Context: an optimization exercise on an open-source flow, tuned for small area and a short achievable clock period. The choices shown serve that exercise and are no tape-out recipe.
At most, simulation tests tie the RTL to the original design; equivalence was not proved.

==> inputs of run a <==
==> flow/design.v (excerpt) <==
module fpAddConstTop #(
    parameter int NumLanes = 2,
    parameter logic [NumLanes*32-1:0] LaneConsts = {32'hbf80_0000, 32'h3f80_0000}
) (
    input  logic                   clk_i,
    input  logic                   rstn_i,
    input  logic                   valid_i,
    input  logic [31:0]            a_i,
    output logic [NumLanes-1:0][31:0] result_o,
    output logic                   done_o
);
==> module prefixOr, before the edit <==
module prefixOr #(
    parameter int W = 8
) (
    input  logic [W-1:0] x_i,
    output logic [W-1:0] y_o
);
    localparam int L = $clog2(W);
    logic [L:0][W-1:0] p;
    assign p[0] = x_i;
    for (genvar l = 0; l < L; l++) begin : gLvl
        for (genvar i = 0; i < W; i++) begin : gBit
            if ((i >> l) & 1) begin : gOp
                assign p[l+1][i] = p[l][i] | p[l][((i >> l) << l) - 1];
            end else begin : gPass
                assign p[l+1][i] = p[l][i];
            end
        end
    end
    assign y_o = p[L];
endmodule
==> module normShift, before the edit <==
module normShift #(
    parameter int W = 24
) (
    input  logic [W-1:0] x_i,
    output logic [W-1:0] y_o,
    output logic [$clog2(W)-1:0] count_o
);
    localparam int L = $clog2(W);
    logic [L:0][W-1:0] s;
    assign s[0] = x_i;
    for (genvar l = 0; l < L; l++) begin : gStage
        localparam int Sh = 1 << (L - 1 - l);
        assign count_o[L-1-l] = ~(|s[l][W-1 -: Sh]);
        assign s[l+1] = count_o[L-1-l] ? (s[l] << Sh) : s[l];
    end
    assign y_o = s[L];
endmodule
==> module fpAddConstTop, before the edit <==
module fpAddConstTop #(
    parameter int NumLanes = 2,
    parameter logic [NumLanes*32-1:0] LaneConsts = {32'hbf80_0000, 32'h3f80_0000}
) (
    input  logic                   clk_i,
    input  logic                   rstn_i,
    input  logic                   valid_i,
    input  logic [31:0]            a_i,
    output logic [NumLanes-1:0][31:0] result_o,
    output logic                   done_o
);
    logic vld1, vld2, seen2;
    always_ff @(posedge clk_i or negedge rstn_i) begin
        if (!rstn_i) begin
            vld1 <= 1'b0;
            vld2 <= 1'b0;
            done_o <= 1'b0;
            seen2 <= 1'b0;
        end else begin
            vld1 <= valid_i;
            vld2 <= vld1;
            done_o <= vld2;
            if (vld1) seen2 <= 1'b1;
        end
    end
    logic [31:0] aQ;
    always_ff @(posedge clk_i) begin
        if (valid_i) aQ <= a_i;
    end
    logic        s;
    logic [7:0]  e;
    logic [22:0] m;
    assign s = aQ[31];
    assign e = aQ[30:23];
    assign m = aQ[22:0];
    logic eH, e127, eTiny;
    assign eH = e[7];
    assign e127 = (e == 8'd127);
    assign eTiny = ~e[7] & ~(e[6] & e[5] & (e[4] | e[3]));
    logic        hiIn;
    logic [22:0] hiMask;
    assign hiIn = eH & (e[6:0] <= 7'd22);
    always_comb begin
        for (int i = 0; i < 23; i++) begin
            hiMask[i] = hiIn & (e[4:0] >= 5'(22 - i));
        end
    end
    logic [22:0] cyRun, bwRun;
    prefixAnd #(.W(23)) i_cyRun (.x_i(m | ~hiMask), .y_o(cyRun));
    prefixAnd #(.W(23)) i_bwRun (.x_i(~m | ~hiMask), .y_o(bwRun));
    logic        cyOut, bwOut;
    logic [22:0] inc, dec;
    assign cyOut = hiMask[22] & cyRun[22];
    assign bwOut = hiMask[22] & bwRun[22];
    assign inc = m ^ (hiMask & {cyRun[21:0], 1'b1});
    assign dec = m ^ (hiMask & {bwRun[21:0], 1'b1});
    logic [7:0] eRun1, ePlus;
    prefixAnd #(.W(8)) i_eRun1 (.x_i(e), .y_o(eRun1));
    assign ePlus = e ^ {eRun1[6:0], 1'b1};
    logic [23:0] x24;
    assign x24 = eTiny ? 24'd0 : ({1'b1, m} >> (~e[4:0]));
    logic [22:0] xRun;
    logic [22:0] negX;
    prefixOr #(.W(23)) i_xRun (.x_i(x24[22:0]), .y_o(xRun));
    assign negX = x24[22:0] ^ {xRun[21:0], 1'b0};
    logic [7:0]  addExp;
    logic [22:0] addMan;
    always_comb begin
        if (eH) begin
            addExp = cyOut ? ePlus : e;
            addMan = cyOut ? {1'b0, inc[22:1]} : inc;
        end else if (e127) begin
            addExp = 8'd128;
            addMan = {1'b0, m[22:1]};
        end else begin
            addExp = 8'd127;
            addMan = x24[22:0];
        end
    end
    logic [23:0] subSig;
    always_comb begin
        if (eH) begin
            subSig = {~bwOut, dec};
        end else if (e127) begin
            subSig = {1'b0, m};
        end else begin
            subSig = {eTiny, negX};
        end
    end
    logic        sQ, hiQ, bigQ, zeroQ;
    logic [7:0]  eQ;
    logic [30:0] addQ;
    logic [23:0] subQ;
    always_ff @(posedge clk_i) begin
        sQ <= s;
        hiQ <= eH;
        bigQ <= eH | (e127 & (|m));
        zeroQ <= e127 & ~(|m);
        eQ <= e;
        addQ <= {addExp, addMan};
        subQ <= subSig;
    end
    logic [4:0] lz;
    lzc32 i_lzc32 (.x_i({subQ, 8'hff}), .count_o(lz));
    logic [23:0] subNorm;
    assign subNorm = subQ << lz;
    logic [7:0] eRun0, eMinus;
    prefixAnd #(.W(8)) i_eRun0 (.x_i(~eQ), .y_o(eRun0));
    assign eMinus = eQ ^ {eRun0[6:0], 1'b1};
    logic [7:0] subExp;
    assign subExp = hiQ ? (lz[0] ? eMinus : eQ) : {3'b011, ~lz};
    logic [30:0] subW;
    assign subW = {subExp, subNorm[22:0]};
    logic add0, sub0, add1, sub1;
    assign add0 = seen2 & ~sQ;
    assign sub0 = seen2 & sQ & ~zeroQ;
    assign add1 = seen2 & sQ;
    assign sub1 = seen2 & ~sQ & ~zeroQ;
    logic [63:0] resD;
    assign resD[31] = sub0 & bigQ;
    assign resD[30:0] = ({31{add0}} & addQ) | ({31{sub0}} & subW);
    assign resD[63] = add1 | (sub1 & ~bigQ);
    assign resD[62:32] = ({31{add1}} & addQ) | ({31{sub1}} & subW);
    always_ff @(posedge clk_i or negedge rstn_i) begin
        if (!rstn_i) begin
            result_o <= '0;
        end else begin
            result_o <= resD;
        end
    end
endmodule
Settings: LEC_CHECK=0, CAP_MARGIN=20, CORE_MARGIN=2, CORE_UTILIZATION=40, SETUP_SLACK_MARGIN=2.5, SLEW_MARGIN=20; clock period 5.0 ns.
run.sh (not shown) runs the stock make flow with config.mk's settings and CLKGATE_MAP_FILE= SYNTH_SCRIPT=/design/flow/synth_recipe.tcl, a recipe that flattens the netlist after the stock synthesis.
==> run b (differences from run a) <==
--- a/flow/design.v
+++ b/flow/design.v
@@ -25,3 +25,4 @@
 );
-    localparam int L = $clog2(W);
+    localparam int L = (W <= 2) ? 1 : (W <= 4) ? 2 : (W <= 8) ? 3 :
+                       (W <= 16) ? 4 : (W <= 32) ? 5 : 6;
     logic [L:0][W-1:0] p;
@@ -48,19 +49,2 @@
     assign y_o = ~yn;
-endmodule
-module normShift #(
-    parameter int W = 24
-) (
-    input  logic [W-1:0] x_i,
-    output logic [W-1:0] y_o,
-    output logic [$clog2(W)-1:0] count_o
-);
-    localparam int L = $clog2(W);
-    logic [L:0][W-1:0] s;
-    assign s[0] = x_i;
-    for (genvar l = 0; l < L; l++) begin : gStage
-        localparam int Sh = 1 << (L - 1 - l);
-        assign count_o[L-1-l] = ~(|s[l][W-1 -: Sh]);
-        assign s[l+1] = count_o[L-1-l] ? (s[l] << Sh) : s[l];
-    end
-    assign y_o = s[L];
 endmodule
@@ -157,52 +141,38 @@
     assign dec = m ^ (hiMask & {bwRun[21:0], 1'b1});
-    logic [7:0] eRun1, ePlus;
-    prefixAnd #(.W(8)) i_eRun1 (.x_i(e), .y_o(eRun1));
-    assign ePlus = e ^ {eRun1[6:0], 1'b1};
-    logic [23:0] x24;
-    assign x24 = eTiny ? 24'd0 : ({1'b1, m} >> (~e[4:0]));
-    logic [22:0] xRun;
-    logic [22:0] negX;
-    prefixOr #(.W(23)) i_xRun (.x_i(x24[22:0]), .y_o(xRun));
-    assign negX = x24[22:0] ^ {xRun[21:0], 1'b0};
-    logic [7:0]  addExp;
-    logic [22:0] addMan;
-    always_comb begin
-        if (eH) begin
-            addExp = cyOut ? ePlus : e;
-            addMan = cyOut ? {1'b0, inc[22:1]} : inc;
-        end else if (e127) begin
-            addExp = 8'd128;
-            addMan = {1'b0, m[22:1]};
-        end else begin
-            addExp = 8'd127;
-            addMan = x24[22:0];
-        end
-    end
-    logic [23:0] subSig;
-    always_comb begin
-        if (eH) begin
-            subSig = {~bwOut, dec};
-        end else if (e127) begin
-            subSig = {1'b0, m};
-        end else begin
-            subSig = {eTiny, negX};
-        end
-    end
-    logic        sQ, hiQ, bigQ, zeroQ;
+    logic [22:0] x23;
+    assign x23 = eTiny ? 23'd0 : 23'({1'b1, m} >> (~e[4:0]));
+    logic [21:0] yRun;
+    logic [22:0] w;
+    prefixOr #(.W(22)) i_yRun (.x_i(m[22:1]), .y_o(yRun));
+    assign w = e127 ? m : {~yRun[21], m[22:1] ^ {yRun[20:0], 1'b0}};
+    logic [4:0] wLz;
+    lzc32 i_lzc32 (.x_i({1'b0, w, 8'hff}), .count_o(wLz));
+    logic        sQ, hQ, nQ, tinyQ, zeroQ, bigQ, cyQ;
     logic [7:0]  eQ;
-    logic [30:0] addQ;
-    logic [23:0] subQ;
+    logic [22:0] addQ, subQ;
+    logic [4:0]  shQ;
     always_ff @(posedge clk_i) begin
         sQ <= s;
-        hiQ <= eH;
+        hQ <= eH;
+        nQ <= ~eH & (e[6:1] == 6'b111111);
+        tinyQ <= eTiny;
+        zeroQ <= e127 & ~(|m);
         bigQ <= eH | (e127 & (|m));
-        zeroQ <= e127 & ~(|m);
-        eQ <= e;
-        addQ <= {addExp, addMan};
-        subQ <= subSig;
-    end
-    logic [4:0] lz;
-    lzc32 i_lzc32 (.x_i({subQ, 8'hff}), .count_o(lz));
-    logic [23:0] subNorm;
-    assign subNorm = subQ << lz;
+        cyQ <= cyOut | e127;
+        eQ <= (eH | e127) ? e : 8'd127;
+        addQ <= (eH | e127) ? inc : x23;
+        subQ <= eH ? dec : w;
+        shQ <= eH ? {4'd0, bwOut} : wLz;
+    end
+    logic [7:0] eRun1, ePlus;
+    prefixAnd #(.W(8)) i_eRun1 (.x_i(eQ), .y_o(eRun1));
+    assign ePlus = eQ ^ {eRun1[6:0], 1'b1};
+    logic [30:0] addW;
+    assign addW = cyQ ? {ePlus, 1'b0, addQ[22:1]} : {eQ, addQ};
+    logic [22:0] subNorm;
+    assign subNorm = subQ << shQ;
+    logic [21:0] xRun;
+    logic [22:0] negL;
+    prefixOr #(.W(22)) i_xRun (.x_i(addQ[21:0]), .y_o(xRun));
+    assign negL = {addQ[21:0] ^ {xRun[20:0], 1'b0}, 1'b0};
     logic [7:0] eRun0, eMinus;
@@ -210,6 +180,14 @@
     assign eMinus = eQ ^ {eRun0[6:0], 1'b1};
-    logic [7:0] subExp;
-    assign subExp = hiQ ? (lz[0] ? eMinus : eQ) : {3'b011, ~lz};
     logic [30:0] subW;
-    assign subW = {subExp, subNorm[22:0]};
+    always_comb begin
+        if (hQ) begin
+            subW = {shQ[0] ? eMinus : eQ, subNorm};
+        end else if (nQ) begin
+            subW = {3'b011, ~shQ, subNorm};
+        end else if (tinyQ) begin
+            subW = {8'd127, 23'd0};
+        end else begin
+            subW = {8'd126, negL};
+        end
+    end
     logic add0, sub0, add1, sub1;
@@ -221,5 +199,5 @@
     assign resD[31] = sub0 & bigQ;
-    assign resD[30:0] = ({31{add0}} & addQ) | ({31{sub0}} & subW);
+    assign resD[30:0] = ({31{add0}} & addW) | ({31{sub0}} & subW);
     assign resD[63] = add1 | (sub1 & ~bigQ);
-    assign resD[62:32] = ({31{add1}} & addQ) | ({31{sub1}} & subW);
+    assign resD[62:32] = ({31{add1}} & addW) | ({31{sub1}} & subW);
     always_ff @(posedge clk_i or negedge rstn_i) begin
==> comparison <==
- In flip-flop and latch count, run b and run a do not differ.
- In run b the utilization is lower than in run a, by 4.7 points.
- Between run b and run a, the lower hold slack is in run b (gap 0.0025 ns).
- Of run a and run b, run b has the higher clock skew (gap 0.00088 ns).
- In run b the non-clock buffer count is lower than in run a, by 29.
- Against run a, the wire length of run b is larger by about 0.9%.
- Clock-buffer cell count: run a is lower than run b (1).
- Of run a and run b, run b has the higher die area (gap 5.8%, measured against run b).
- First-iteration DRC count: run b is larger than run a (31%).
For run a, only the layout was checked, not whether the RTL still works.

[re-timing with driven ports]
The results above use ideal ports. As a check the final layouts listed here were re-extracted and re-timed, cells and wires unchanged.
Step 1: set_driving_cell puts a clkbuf_16 on clk_i and a buf_2 on each other input, an assumption about the parent block.
Step 2 times the ports against the registers' clock, not the clock port: input delays grow and output delays shrink by t, the midpoint of the rising clock arrivals with the driver on.
Three values: ideal, step 1, step 2; two values: the first two.
| run | t, ns | setup slack, ns | worst slew at a driven data input, ns |
|---|---|---|---|
| run a | 0.494 | 1.535 / 1.535 / 1.535 | 0.04 |
| run b | 0.486 | 2.209 / 2.209 / 2.209 | 0.03 |
After both steps every run listed still meets setup and hold.
